From an optimization exercise on the open Yosys and OpenROAD flow, aimed at small area and a short achievable clock period; shortcuts taken in it are not production practice.
Function was checked by simulation only, so behaviour that the tests miss may differ from the original.
Power is estimated from default activity; no workload was simulated.

run B:
## exp_bf16_top
module exp_bf16_top
(
    input  logic        clk,
    input  logic        rst,
    input  logic        valid_i,
    input  logic [15:0] data_i,
    output logic        valid_o,
    output logic [15:0] data_o
);
Size in the first run: roughly 1200 cells after synthesis, ~120 flip-flops, ~36 I/O pins, roughly 7900 um^2 of cells after synthesis.
Settings: LEC_CHECK=0, ABC_AREA=1, CAP_MARGIN=20, CORE_MARGIN=2, CORE_UTILIZATION=60, CTS_BUF_LIST=sky130_fd_sc_hd__clkbuf_16, CTS_CLUSTER_DIAMETER=200, CTS_CLUSTER_SIZE=40, SLEW_MARGIN=20; clock period 11.5 ns.
standard.sh (not shown) runs the stock make flow with config.mk's settings and CLKGATE_MAP_FILE= SYNTH_SCRIPT=/design/flow/synth_recipe.tcl, a recipe that flattens the netlist after the stock synthesis.
==> flow/flow/run.sh <==
#!/bin/bash
# The standard layout, with repair_timing aiming for more setup slack than
# the design's period leaves, so that the achieved period gets shorter, and
# plain buffers (not delay cells) on the ports. The clock period and every
# constraint stay the design's.
set -euo pipefail
bash standard.sh SETUP_SLACK_MARGIN=8.2 "BUFFER_PORTS_ARGS=-buffer_cell sky130_fd_sc_hd__buf_1" finish > standard_flow.log 2>&1
Input-level comparison between run D and run B:
- CTS_BUF_LIST no longer set, was sky130_fd_sc_hd__clkbuf_16
- CTS_CLUSTER_DIAMETER no longer set, was 200
- CTS_CLUSTER_SIZE no longer set, was 40
==> flow/flow/run.sh <==
#!/bin/bash
# The standard layout, with repair_timing aiming for more setup slack than
# the design's period leaves, so that the achieved period gets shorter. The
# clock period and every constraint stay the design's.
set -euo pipefail
bash standard.sh SETUP_SLACK_MARGIN=8.2 finish > standard_flow.log 2>&1
--- outcome ---
Between run B and run D, the cell count after placement figures differ only marginally.
Going from run B to run D, number of buffers other than clock buffers in the final layout grew by a few percent.
Run B → run D: leakage dissipation higher; path depth of the worst reg2reg path went up 2; total wire length saw a decrease; post-route worst setup slack went down 0.11 ns.
On clock latency reported for the late side of the worst-skew pair, run D and run B are neck and neck.

========
## v1
exp_bf16_top again, from the RTL that the note above started with.
==> flow/config.mk <==
export PLATFORM = sky130hd
export DESIGN_NAME = exp_bf16_top
export DESIGN_NICKNAME = exp_bf16_top
export VERILOG_FILES = /design/flow/design.v
export SDC_FILE = /design/flow/constraint.sdc
export NUM_CORES = 4
export LEC_CHECK = 0
export ABC_AREA = 1
export CAP_MARGIN = 20
export CORE_MARGIN = 2
export CORE_UTILIZATION = 60
export CTS_BUF_LIST = sky130_fd_sc_hd__clkbuf_8
export CTS_CLUSTER_SIZE = 30
export SLEW_MARGIN = 20
==> flow/constraint.sdc <==
create_clock -name core_clock -period 11.5 [get_ports {clk}]
set_input_delay 2.3000 -clock core_clock [delete_from_list [all_inputs] [get_ports {clk}]]
set_output_delay 2.3000 -clock core_clock [all_outputs]
set_load 0.01 [all_outputs]
==> flow/flow/run.sh <==
#!/bin/bash
# The standard layout, with repair_timing aiming for more setup slack than
# the design's period leaves, so that the achieved period gets shorter, and
# plain buffers (not delay cells) on the ports. The clock period and every
# constraint stay the design's.
set -euo pipefail
bash standard.sh SETUP_SLACK_MARGIN=8.2 "BUFFER_PORTS_ARGS=-buffer_cell sky130_fd_sc_hd__buf_1" finish > standard_flow.log 2>&1
v1 did not stop at any stage, and its layout met the timing, design-rule and antenna checks.
Setup changes, v1 to v48
==> flow/flow/run.sh <==
#!/bin/bash
set -euo pipefail
bash standard.sh SETUP_SLACK_MARGIN=8.2 "BUFFER_PORTS_ARGS=-buffer_cell sky130_fd_sc_hd__buf_1" "CTS_ARGS=-sink_clustering_enable -repair_clock_nets -sink_clustering_size 40 -sink_clustering_max_diameter 300 -sink_clustering_levels 1 -buf_list sky130_fd_sc_hd__clkbuf_8" finish > standard_flow.log 2>&1
==> comparison <==
v48 did not stop at any stage, and its layout met the timing, design-rule and antenna checks.
~same final cell count in v1 and v48
From v1 to v48, number of hold buffers added after cts did not move at all.
Re number of tap cells inserted: no difference whatsoever between v48 and v1.
Diff v1..v48 | synthesized area divided by synthesized cell count | unchanged
Delta (v48 minus v1): sequential share of layout area stayed essentially flat; synthesized cell count about even; area of all sequential standard cells comparable; combinational-cell power consumption barely changed.
Final-layout fill cell count came out exactly the same in v1 and v48.
For routed wire length per instance, v48 and v1 come out practically identical.
The following lists how v22 was set up differently from v48:
==> flow/flow/run.sh <==
#!/bin/bash
# The standard layout, with repair_timing aiming for more setup slack than
# the design's period leaves, so that the achieved period gets shorter. The
# clock period and every constraint stay the design's.
set -euo pipefail
bash standard.sh SETUP_SLACK_MARGIN=8.2 finish > standard_flow.log 2>&1
Notes after the runs:
In v22 the global-route met1 utilization turned out 0.63 points higher than in v48. Clock network area share ends up lower on v22. Compared with v48, v22 has less setup slack. Start point of the critical path: data_o[11] -> v48, data_o[5] -> v22. Summary of the comparison: combinational group share of total power is higher in v22, relative to v48. v22 reached the end of the flow, and the finished layout is clean on the timing, design-rule and antenna checks. The higher pin count of the biggest net entering global routing of v48 and v22 is in v48. Reported for v48 and v22, critical path depth turned out identical to the last digit. From v48 to v22 the numbers moved as follows: sum of routed wire segments on met1 decreased about 0.9%, worst slew margin relative to its limit decreased 6.8 points.

-- port drivers added, routing unchanged --
How much do the figures lean on ideal ports? The routed layouts below were timed once more, with nothing changed but the port constraints. Step 1 sets driving cells, clkbuf_16 on the clock port and buf_2 on the other inputs (assumed; they add their load-dependent delay and slew). Step 2, shift: input delay + t, output delay - t, t = (earliest + latest rising clock arrival at the registers) / 2. This alone moves slack from input paths to output paths. a / b / c = ideal ports / drivers / drivers and shift; a / b = the first two.
run | t, ns | setup slack, ns | worst register clock-pin slew, ns | cell pins on the clock port's net
run B | 0.457 | 8.332 / 8.289 / 8.345 | 0.06 / 0.06 | 1
run D | 0.458 | 8.224 / 8.178 / 8.271 | 0.06 / 0.06 | 1
v1 | 0.471 | 8.313 / 8.272 / 8.363 | 0.08 / 0.08 | 1
v48 | 0.471 | 8.313 / 8.272 / 8.363 | 0.08 / 0.08 | 1
v22 | 0.479 | 8.235 / 8.194 / 8.388 | 0.08 / 0.08 | 1
After both steps every run listed still meets setup and hold.
